Context: an optimization exercise on an open-source flow, tuned for small area. The choices shown serve that exercise and are no tape-out recipe.
Function was checked by simulation only, so behaviour that the tests miss may differ from the original.
Power figures rest on the tool's default switching activity, not on a simulated workload.

==> flow/design.v <==
package ap_prof_pkg;
    localparam logic [2:0] METRIC_TXN_IN   = 3'd0;
    localparam logic [2:0] METRIC_TXN_OUT  = 3'd1;
    localparam logic [2:0] METRIC_BUSY     = 3'd2;
    localparam logic [2:0] METRIC_STALL    = 3'd3;
    localparam logic [2:0] METRIC_MIN_LAT  = 3'd4;
    localparam logic [2:0] METRIC_MAX_LAT  = 3'd5;
    localparam logic [2:0] METRIC_LAST_LAT = 3'd6;
    localparam logic [2:0] METRIC_OCC      = 3'd7;
endpackage
module ap_prof_channel
#(
    parameter int CNT_W   = 20,
    parameter int LAT_W   = 16
) (
    input  logic             clock,
    input  logic             reset,
    input  logic             clear,
    input  logic             frozen,
    input  logic [CNT_W-1:0] ts,
    input  logic [CNT_W-1:0] ts_n,
    input  logic             start,
    input  logic             ready,
    input  logic             done,
    input  logic             cont,
    output logic [CNT_W-1:0] txn_out,
    output logic [CNT_W-1:0] busy,
    output logic [CNT_W-1:0] stall,
    output logic [LAT_W-1:0] min_lat,
    output logic [LAT_W-1:0] max_lat,
    output logic [LAT_W-1:0] last_lat,
    output logic [2:0]       occ,
    output logic             idle,
    output logic             err
);
    localparam logic [LAT_W-1:0] LAT_MAX = {LAT_W{1'b1}};
    logic [CNT_W-1:0] mem_r [4];
    logic [1:0]       rd_ptr_r;
    logic [2:0]       occ_r;
    logic [CNT_W-1:0] txn_out_r, busy_r, stall_r;
    logic [LAT_W-1:0] min_lat_r, max_lat_r, last_lat_r;
    logic             any_r;
    logic             err_r;
    logic             clr_s, run_s;
    logic             acc_s, cmp_s, empty_s, full_s;
    logic             pop_s, push_s, zero_s, cpl_ok_s;
    logic [1:0]       wr_ptr_s;
    logic [CNT_W-1:0] head_n_s;
    logic [LAT_W-1:0] lat_s;
    logic [LAT_W-1:0] min_eff_s, max_eff_s;
    logic [CNT_W-1:0] txn_out_nxt_s, busy_nxt_s, stall_nxt_s;
    function automatic logic [CNT_W-1:0] sat_inc(input logic [CNT_W-1:0] q, input logic inc);
        logic [CNT_W:0] c;
        c[0] = inc & ~(&q);
        for (int i = 0; i < CNT_W; i++) begin
            c[i+1] = c[i] & q[i];
        end
        sat_inc = q ^ c[CNT_W-1:0];
    endfunction
    function automatic logic lat_lt(input logic [LAT_W-1:0] a, input logic [LAT_W-1:0] b);
        logic r;
        r = 1'b0;
        for (int i = 0; i < LAT_W; i++) begin
            r = (~a[i] & b[i]) | (~a[i] & r) | (b[i] & r);
        end
        lat_lt = r;
    endfunction
    always_comb begin
        clr_s    = reset | clear;
        run_s    = ~frozen;
        acc_s    = start & ready;
        cmp_s    = done & cont;
        empty_s  = (occ_r == 3'd0);
        full_s   = occ_r[2];
        pop_s    = cmp_s & ~empty_s;
        zero_s   = cmp_s & empty_s & acc_s;
        push_s   = acc_s & ~zero_s & (~full_s | pop_s);
        cpl_ok_s = pop_s | zero_s;
        wr_ptr_s = rd_ptr_r + occ_r[1:0];
    end
    always_comb begin
        logic [8:0] lo, hi0, hi1;
        logic [3:0] hs;
        logic       c16, sat;
        head_n_s = mem_r[rd_ptr_r];
        lo  = {1'b0, ts[7:0]} + {1'b0, head_n_s[7:0]} + 9'd1;
        hi0 = {1'b0, ts[15:8]} + {1'b0, head_n_s[15:8]};
        hi1 = {1'b0, ts[15:8]} + {1'b0, head_n_s[15:8]} + 9'd1;
        hs  = ts[19:16] + head_n_s[19:16];
        c16 = lo[8] ? hi1[8] : hi0[8];
        sat = c16 ? (hs != 4'hf) : (hs != 4'h0);
        lat_s = sat ? LAT_MAX : {(lo[8] ? hi1[7:0] : hi0[7:0]), lo[7:0]};
    end
    always_comb begin
        min_eff_s = (any_r && lat_lt(last_lat_r, min_lat_r)) ? last_lat_r : min_lat_r;
        max_eff_s = lat_lt(max_lat_r, last_lat_r) ? last_lat_r : max_lat_r;
        txn_out_nxt_s = sat_inc(txn_out_r, run_s & cpl_ok_s);
        busy_nxt_s    = sat_inc(busy_r, run_s & ~empty_s);
        stall_nxt_s   = sat_inc(stall_r, run_s & done & ~cont);
    end
    always_ff @(posedge clock) begin
        if (run_s && push_s) begin
            mem_r[wr_ptr_s] <= ts_n;
        end
    end
    always_ff @(posedge clock) begin
        if (clr_s) begin
            rd_ptr_r   <= 2'd0;
            occ_r      <= 3'd0;
            txn_out_r  <= {CNT_W{1'b0}};
            busy_r     <= {CNT_W{1'b0}};
            stall_r    <= {CNT_W{1'b0}};
            min_lat_r  <= LAT_MAX;
            max_lat_r  <= {LAT_W{1'b0}};
            last_lat_r <= {LAT_W{1'b0}};
            any_r      <= 1'b0;
            err_r      <= 1'b0;
        end else begin
            txn_out_r <= txn_out_nxt_s;
            busy_r    <= busy_nxt_s;
            stall_r   <= stall_nxt_s;
            min_lat_r <= min_eff_s;
            max_lat_r <= max_eff_s;
            if (run_s) begin
                if (pop_s) begin
                    rd_ptr_r <= rd_ptr_r + 2'd1;
                end
                if (push_s && !pop_s) begin
                    occ_r <= occ_r + 3'd1;
                end else if (pop_s && !push_s) begin
                    occ_r <= occ_r - 3'd1;
                end
                if (zero_s) begin
                    last_lat_r <= {LAT_W{1'b0}};
                end else if (pop_s) begin
                    last_lat_r <= lat_s;
                end
                if (cpl_ok_s) begin
                    any_r <= 1'b1;
                end
                if ((acc_s && full_s && !pop_s) || (cmp_s && empty_s && !acc_s)) begin
                    err_r <= 1'b1;
                end
            end
        end
    end
    assign txn_out = txn_out_r;
    assign busy    = busy_r;
    assign stall   = stall_r;
    assign min_lat = min_eff_s;
    assign max_lat = max_eff_s;
    assign last_lat = last_lat_r;
    assign occ  = occ_r;
    assign idle = empty_s;
    assign err  = err_r;
endmodule
module ap_ctrl_profiler
#(
    parameter int NUM_CH  = 4,
    parameter int CNT_W   = 20,
    parameter int LAT_W   = 16,
    parameter int MAX_OUT = 4,
    localparam int CH_W   = (NUM_CH > 1) ? $clog2(NUM_CH) : 1
) (
    input  logic              clock,
    input  logic              reset,
    input  logic              finish,
    input  logic              clear,
    input  logic [NUM_CH-1:0] ch_start,
    input  logic [NUM_CH-1:0] ch_ready,
    input  logic [NUM_CH-1:0] ch_done,
    input  logic [NUM_CH-1:0] ch_continue,
    input  logic [CH_W-1:0]   rd_ch,
    input  logic [2:0]        rd_sel,
    output logic [CNT_W-1:0]  rd_data,
    output logic              rd_valid,
    output logic [NUM_CH-1:0] err,
    output logic              frozen,
    output logic              all_idle
);
    logic [CNT_W-1:0]  ts_r;
    logic [CNT_W-1:0]  ts_n_s;
    logic              frozen_r;
    logic [CNT_W-1:0]  rd_data_r;
    logic              rd_valid_r;
    logic [CNT_W-1:0]  ch_txo_s [NUM_CH];
    logic [CNT_W-1:0]  ch_bsy_s [NUM_CH];
    logic [CNT_W-1:0]  ch_stl_s [NUM_CH];
    logic [LAT_W-1:0]  ch_min_s [NUM_CH];
    logic [LAT_W-1:0]  ch_max_s [NUM_CH];
    logic [LAT_W-1:0]  ch_lst_s [NUM_CH];
    logic [NUM_CH-1:0] ch_hit_s;
    logic [7:0]        sel_hit_s;
    logic [2:0]        ch_occ_s [NUM_CH];
    logic [NUM_CH-1:0] ch_idle_s;
    logic [NUM_CH-1:0] ch_err_s;
    logic [CNT_W-1:0]  sel_val_s;
    logic [2:0]        add_s;
    logic [CNT_W:0]    sum_s;
    logic [CNT_W-1:0]  out_s;
    always_ff @(posedge clock) begin
        if (reset || clear) begin
            ts_r     <= {CNT_W{1'b0}};
            frozen_r <= 1'b0;
        end else begin
            if (!frozen_r) begin
                ts_r <= ts_r + CNT_W'(1'b1);
            end
            if (finish) begin
                frozen_r <= 1'b1;
            end
        end
    end
    genvar g;
    generate
        for (g = 0; g < NUM_CH; g++) begin : g_ch
            ap_prof_channel #(
                .CNT_W   (CNT_W),
                .LAT_W   (LAT_W)
            ) u_ch (
                .clock  (clock),
                .reset  (reset),
                .clear  (clear),
                .frozen (frozen_r),
                .ts     (ts_r),
                .ts_n   (ts_n_s),
                .start  (ch_start[g]),
                .ready  (ch_ready[g]),
                .done   (ch_done[g]),
                .cont   (ch_continue[g]),
                .txn_out  (ch_txo_s[g]),
                .busy     (ch_bsy_s[g]),
                .stall    (ch_stl_s[g]),
                .min_lat  (ch_min_s[g]),
                .max_lat  (ch_max_s[g]),
                .last_lat (ch_lst_s[g]),
                .occ    (ch_occ_s[g]),
                .idle   (ch_idle_s[g]),
                .err    (ch_err_s[g])
            );
        end
    endgenerate
    always_comb begin
        for (int i = 0; i < NUM_CH; i++) begin
            ch_hit_s[i] = (rd_ch == CH_W'(i)) & ~reset;
        end
        for (int j = 0; j < 8; j++) begin
            sel_hit_s[j] = (rd_sel == 3'(j));
        end
        sel_val_s = {CNT_W{1'b0}};
        add_s     = 3'd0;
        for (int i = 0; i < NUM_CH; i++) begin
            sel_val_s = sel_val_s
                | ({CNT_W{ch_hit_s[i] & (sel_hit_s[0] | sel_hit_s[1])}} & ch_txo_s[i])
                | ({CNT_W{ch_hit_s[i] & sel_hit_s[2]}} & ch_bsy_s[i])
                | ({CNT_W{ch_hit_s[i] & sel_hit_s[3]}} & ch_stl_s[i])
                | ({CNT_W{ch_hit_s[i] & sel_hit_s[4]}} & CNT_W'(ch_min_s[i]))
                | ({CNT_W{ch_hit_s[i] & sel_hit_s[5]}} & CNT_W'(ch_max_s[i]))
                | ({CNT_W{ch_hit_s[i] & sel_hit_s[6]}} & CNT_W'(ch_lst_s[i]));
            add_s = add_s | ({3{ch_hit_s[i] & (sel_hit_s[0] | sel_hit_s[7])}} & ch_occ_s[i]);
        end
        sum_s     = {1'b0, sel_val_s} + (CNT_W+1)'(add_s);
        out_s     = sum_s[CNT_W] ? {CNT_W{1'b1}} : sum_s[CNT_W-1:0];
    end
    always_ff @(posedge clock) begin
        rd_data_r  <= out_s;
        rd_valid_r <= ~reset;
    end
    assign ts_n_s   = ~ts_r;
    assign rd_data  = rd_data_r;
    assign rd_valid = rd_valid_r;
    assign err      = ch_err_s;
    assign frozen   = frozen_r;
    assign all_idle = &ch_idle_s;
endmodule
==> flow/flow/run.sh <==
#!/bin/bash
# The standard layout (the standard.sh: standard synthesis, floorplan,
# placement, CTS, routing) with two changes:
#  - a leaner clock tree: clkbuf_16 buffers only, sink clusters of up to 24
#    flip-flops within 80 um, and no dummy loads;
#  - the port buffers are buf_1 cells.
# make's full output goes to standard.log in the work folder; each ORFS
# step's own log stays under orfs/logs/.
set -euo pipefail
export CTS_ARGS="-sink_clustering_enable -repair_clock_nets -dont_use_dummy_load -sink_clustering_size 24 -sink_clustering_max_diameter 80 -buf_list sky130_fd_sc_hd__clkbuf_16"
export BUFFER_PORTS_ARGS="-buffer_cell sky130_fd_sc_hd__buf_1"
bash standard.sh > standard.log 2>&1
==> flow/standard.sh <==
#!/bin/bash
# synth_recipe.tcl (not shown) runs the flow's synth.tcl, then flattens the netlist and writes it again
# the make line also repeats each setting of config.mk as NAME=value (left out here)
make -C /OpenROAD-flow-scripts/flow DESIGN_CONFIG=/design/flow/config.mk WORK_HOME=/design/flow/orfs CLKGATE_MAP_FILE= SYNTH_SCRIPT=/design/flow/synth_recipe.tcl "${@:-finish}"
==> flow/config.mk <==
export PLATFORM = sky130hd
export DESIGN_NAME = ap_ctrl_profiler
export DESIGN_NICKNAME = ap_ctrl_profiler
export VERILOG_FILES = /design/flow/design.v
export SDC_FILE = /design/flow/constraint.sdc
export NUM_CORES = 4
export LEC_CHECK = 0
export CAP_MARGIN = 20
export CORE_MARGIN = 2
export CORE_UTILIZATION = 40
export SLEW_MARGIN = 20
==> flow/constraint.sdc <==
create_clock -name core_clock -period 6.0 [get_ports {clock}]
set_input_delay 1.2000 -clock core_clock [delete_from_list [all_inputs] [get_ports {clock}]]
set_output_delay 1.2000 -clock core_clock [all_outputs]
set_load 0.01 [all_outputs]
==> impl_metrics.prom <==
# TYPE chip_impl_metric gauge
chip_impl_metric{name="grt_util_all_layers",unit="%"} 23.88
chip_impl_metric{name="nets",unit=""} 3939
chip_impl_info{name="r2r-end",value="g_ch[0].u_ch.stall_r[18]$_SDFF_PP0_"} 1
chip_impl_metric{name="synthesis_warnings",unit=""} 9
chip_impl_metric{name="largest_net_degree_at_the_start_of_global_routing",unit=""} 142
chip_impl_metric{name="post_synth.cell_area_avg",unit="µm²"} 11.43
chip_impl_metric{name="multi_input_gate_area",unit="µm²"} 18910
chip_impl_metric{name="design.die.area",unit="µm²"} 102200
chip_impl_metric{name="layout.area.seq",unit="µm²"} 19820
chip_impl_metric{name="portBuffers",unit=""} 51
chip_impl_info{name="grt_most_used_layer",value="met2"} 1
chip_impl_metric{name="synth_cells",unit=""} 3487
chip_impl_info{name="grt_setup_unrepaired",value="no"} 1
chip_impl_metric{name="met2_usage",unit="%"} 36.71
chip_impl_metric{name="cellLeakagePower",unit="nW"} 16.64
chip_impl_metric{name="core",unit="µm²"} 98560
chip_impl_metric{name="placement.cell_area",unit="µm²"} 42230
chip_impl_metric{name="max_slew_margin",unit="%"} 25.97
chip_impl_metric{name="dr_total_vias",unit=""} 28230
chip_impl_metric{name="layout_cells_sized_above_1",unit="%"} 8.951
chip_impl_metric{name="final-hold-violation-count",unit=""} 0
chip_impl_metric{name="reg2reg_slack",unit="ns"} 0.34
chip_impl_metric{name="finalWirelength",unit="µm"} 123500
chip_impl_metric{name="met3_usage",unit="%"} 3.787
chip_impl_metric{name="synth.cell_area",unit="µm²"} 39860
chip_impl_metric{name="hold-worst-slack",unit="ns"} 0.4821
chip_impl_metric{name="fin_area",unit="µm²"} 43340
chip_impl_metric{name="area_delta_synth_final",unit="%"} 8.713
chip_impl_metric{name="clock_latency",unit="ns"} 0.67
chip_impl_metric{name="worstMarginPinSlew",unit="ns"} 1.106
chip_impl_metric{name="post-route-drc-count",unit=""} 0
chip_impl_metric{name="cts_repair_resize_count",unit=""} 0
chip_impl_info{name="synthFlopType",value="dfxtp_1"} 1
chip_impl_info{name="worst_r2r_startpoint",value="g_ch[0].u_ch.stall_r[3]$_SDFF_PP0_"} 1
chip_impl_metric{name="antenna_violations_before_repair",unit=""} 0
chip_impl_info{name="worst_hold_path_type",value="flop to flop"} 1
chip_impl_metric{name="starting_density",unit="%"} 40.44
chip_impl_metric{name="cts_num_sinks",unit=""} 830
chip_impl_metric{name="die_w",unit="µm"} 319.7
chip_impl_metric{name="holdPathStages",unit=""} 2
chip_impl_info{name="critical_path.slowest_cell",value="dfxtp_1"} 1
chip_impl_info{name="cts_tree",value="yes"} 1
chip_impl_metric{name="r2r_cells",unit=""} 25
chip_impl_metric{name="rows",unit=""} 115
chip_impl_metric{name="clock_pin_transition_on_the_worst_setup_and_hold_timing_paths",unit="ns"} 0.09
chip_impl_info{name="setup.worst_path.class",value="flop to flop"} 1
chip_impl_metric{name="yosys_register_bits",unit=""} 830
chip_impl_metric{name="fin_util",unit="%"} 43.97
chip_impl_metric{name="cts_hold_buffers",unit=""} 0
chip_impl_metric{name="post_dp_hpwl",unit="µm"} 94530
chip_impl_metric{name="final_period_minus_worst_setup_slack",unit="ns"} 5.656
chip_impl_info{name="hold_path_end",value="g_ch[0].u_ch.err_r$_SDFFE_PP0P_"} 1
chip_impl_metric{name="fmax",unit="MHz"} 176.8
chip_impl_metric{name="ir_drop",unit="mV"} 0.3076
chip_impl_metric{name="mean_routed_wirelength_per_cell",unit="µm"} 25.39
chip_impl_info{name="critical_path.most_common_cell",value="ha_1"} 1
chip_impl_metric{name="chipHeight",unit="µm"} 319.7
chip_impl_metric{name="fin_worst_skew",unit="ns"} 0.08831
chip_impl_metric{name="largest_stage_delay_worst_path",unit="ns"} 0.46
chip_impl_info{name="critPathLaunchType",value="flop"} 1
chip_impl_metric{name="grt-ovfl-total",unit=""} 0
chip_impl_metric{name="worstPathArrival",unit="ns"} 6.19
chip_impl_metric{name="viasPerCell",unit=""} 5.806
chip_impl_metric{name="globalplace.congestion",unit=""} 1.024
chip_impl_metric{name="synthArstFlopShare",unit="%"} 0
chip_impl_metric{name="drt_pass1_iterations",unit=""} 6
chip_impl_metric{name="detail_route.iter0.violations",unit=""} 3078
chip_impl_metric{name="power.density",unit="nW/µm²"} 224.5
chip_impl_metric{name="ioPinCount",unit=""} 52
chip_impl_metric{name="route.antenna.remaining_nets",unit=""} 0
chip_impl_metric{name="cts.repair_timing.setup_buffer_count",unit=""} 0
chip_impl_metric{name="fin_setup_tns",unit="ns"} 0
chip_impl_metric{name="fillerInstances",unit=""} 9231
chip_impl_metric{name="maxCapViolations",unit=""} 0
chip_impl_metric{name="clock_tree.htree_level_count",unit=""} 2
chip_impl_metric{name="cts-buffers-inserted",unit=""} 44
chip_impl_metric{name="slew_viol_final",unit=""} 0
chip_impl_metric{name="synth_enable_flop_cells",unit=""} 320
chip_impl_metric{name="yosysSeqAreaShare",unit="%"} 49.72
chip_impl_metric{name="syn_nets",unit=""} 3849
chip_impl_info{name="worstSetupEndpointType",value="flop"} 1
chip_impl_metric{name="gr_util_met1",unit="%"} 33.00
chip_impl_metric{name="critPathRequiredTime",unit="ns"} 6.53
chip_impl_info{name="status",value="timing/DRC/antenna clean"} 1
chip_impl_metric{name="grt_pass1_wl",unit="µm"} 181300
chip_impl_metric{name="final-setup-viol-count",unit=""} 0
chip_impl_metric{name="grt_pass1_vias",unit=""} 26960
chip_impl_metric{name="synth_cell_types",unit=""} 83
chip_impl_info{name="cts-root-buf",value="clkbuf_16"} 1
chip_impl_info{name="worstHoldStart",value="g_ch[0].u_ch.err_r$_SDFFE_PP0P_"} 1
chip_impl_metric{name="ctsLongestPathBuffers",unit=""} 3
chip_impl_metric{name="final_min_period_over_clock_period",unit="%"} 94.27
chip_impl_metric{name="worst-path-max-fanout",unit=""} 3
==> where the power goes <==
group	switching [mW]	internal (mW)
logic	0.430	0.237
registers	0.0570	5.86
clock network	1.84	1.31
==> sequential cells by signal, indices dropped and copies added (netlist names), named ones only <==
register,count
g_ch.u_ch.mem_r,320
g_ch.u_ch.busy_r,80
g_ch.u_ch.stall_r,80
g_ch.u_ch.txn_out_r,80
g_ch.u_ch.last_lat_r,64
g_ch.u_ch.max_lat_r,64
g_ch.u_ch.min_lat_r,64
rd_data_r,20
ts_r,20
g_ch.u_ch.occ_r,12
g_ch.u_ch.rd_ptr_r,8
g_ch.u_ch.any_r,4
g_ch.u_ch.err_r,4
frozen_r,1
rd_valid_r,1
==> synthesized netlist by cell type, types with 16 or more instances <==
master | instances | area share, %
inv_1 | 158 | 1.5
edfxtp_1 | 320 | 24
o21bai_1 | 29 | 0.55
a221o_1 | 63 | 1.6
a22oi_1 | 144 | 2.7
nand4_1 | 98 | 1.5
and2_1 | 237 | 3.7
mux4_2 | 83 | 4.7
ha_1 | 320 | 10
or3_1 | 23 | 0.36
nand3_1 | 37 | 0.46
fa_1 | 17 | 0.85
a211oi_1 | 16 | 0.30
a21o_1 | 23 | 0.43
a21oi_1 | 117 | 1.5
nand2b_1 | 55 | 0.86
nor2b_1 | 63 | 0.99
clkbuf_1 | 113 | 1.1
xnor2_1 | 114 | 2.5
nor2_1 | 262 | 2.5
mux2i_1 | 100 | 2.5
dfxtp_1 | 510 | 26
nand2_1 | 161 | 1.5
o22ai_1 | 44 | 0.69
o21ai_0 | 34 | 0.43
o221ai_1 | 25 | 0.55
xor2_1 | 45 | 0.99
nor3_1 | 36 | 0.45
==> placed cells by master (no fill, tap or decap), drive strengths merged, types with 6 or more instances in the layout <==
| cell | count |
|---|---|
| a2111oi | 6 |
| a211o | 7 |
| a211oi | 16 |
| a21o | 23 |
| a21oi | 117 |
| a221o | 63 |
| a221oi | 14 |
| a22o | 13 |
| a22oi | 144 |
| and2 | 238 |
| and3 | 14 |
| buf | 190 |
| clkbuf | 44 |
| dfxtp | 510 |
| edfxtp | 320 |
| fa | 17 |
| ha | 320 |
| inv | 158 |
| maj3 | 17 |
| mux2 | 9 |
| mux2i | 100 |
| mux4 | 83 |
| nand2 | 161 |
| nand2b | 55 |
| nand3 | 38 |
| nand3b | 7 |
| nand4 | 98 |
| nor2 | 262 |
| nor2b | 63 |
| nor3 | 38 |
| nor4 | 16 |
| nor4b | 9 |
| o21ai | 39 |
| o21bai | 29 |
| o221ai | 25 |
| o22ai | 44 |
| o31a | 7 |
| or3 | 23 |
| xnor2 | 114 |
| xor2 | 45 |
==> metrics by stage <==
stage               worst slack, ns  power, mW  cells
global placement             0.1717      6.699   4818
floorplan                    0.5937      6.456   3487
finish                       0.3436      9.728   4863
detailed placement           0.1259      6.701   4818
CTS                          0.3817      9.789   4862
global route                 0.1601      10.03   4862
==> layout make-up <==
| type | instances | share of cell area [%] |
|---|---|---|
| Sequential cell | 830 | 45.73 |
| Multi-Input combinational cell | 2352 | 43.63 |
| Tap cell | 1287 | 3.716 |
| Timing Repair Buffer | 190 | 2.994 |
| Clock buffer | 44 | 2.541 |
| Inverter | 159 | 1.377 |
| Antenna cell | 1 | 0.005774 |
==> how the worst max path moves through the flow <==
stage                                                   start                                    end  slack [ns]  cells after the start
final                      g_ch[0].u_ch.stall_r[3]$_SDFF_PP0_    g_ch[0].u_ch.stall_r[18]$_SDFF_PP0_        0.34                     25
after global routing      g_ch[0].u_ch.stall_r[19]$_SDFF_PP0_    g_ch[0].u_ch.stall_r[19]$_SDFF_PP0_        0.16                     26
after CTS                  g_ch[0].u_ch.stall_r[3]$_SDFF_PP0_    g_ch[0].u_ch.stall_r[18]$_SDFF_PP0_        0.38                     25
after detailed placement                       ch_continue[0]  g_ch[0].u_ch.txn_out_r[19]$_SDFF_PP0_        0.13                     26
after global placement                            ch_start[0]  g_ch[0].u_ch.txn_out_r[19]$_SDFF_PP0_        0.17                     26
after floorplan                                   ch_start[1]  g_ch[1].u_ch.txn_out_r[18]$_SDFF_PP0_        0.59                     23
==> layer usage <==
metal / routed length, µm / up-vias
li1: - / 13010
met1: 54240 / 13880
met2: 53870 / 1102
met3: 9102 / 242
met4: 6276 / 0
met5: 0 / -
==> critical path, delay by kind of cell, from the launching register on <==
family | cells | cell delay (ns)
flip-flops | 1 | 0.46
buffers and inverters | 1 | 0.17
AND/OR/NAND/NOR | 5 | 1.02
adder cells (fa/ha/maj) | 19 | 3.94
==> kinds of logic after synthesis <==
family | synth area share, %
compound gates | 11.05
xor+xnor | 3.493
fa+ha+maj | 11.33
buf+inv | 3.023
flops | 49.72
mux | 7.464
simple gates | 13.93

[re-timing with driven ports]
In the flow no input, the clock included, has a driving cell. The finished layout below was timed again as built, in two steps. Step 1 sets driving cells, clkbuf_16 on the clock port and buf_2 on the other inputs (assumed; they add their load-dependent delay and slew). Step 2 moves the port delays by t, midway between the first and last clock arrival at a register: inputs arrive t later, outputs are due t later. That takes back most of the time a late clock gives input paths. a / b / c = no drivers / after step 1 / after step 2; a / b = the first two.
t, ns: 0.693
setup WS [ns]: 0.344 / 0.344 / 0.140
worst setup path after step 2: input to register
slew at the worst register clock pin (ns): 0.11 / 0.11
After both steps this run still meets setup and hold. The setup slack of this run moves by 0.000 ns with the drivers and by -0.204 ns with both steps.
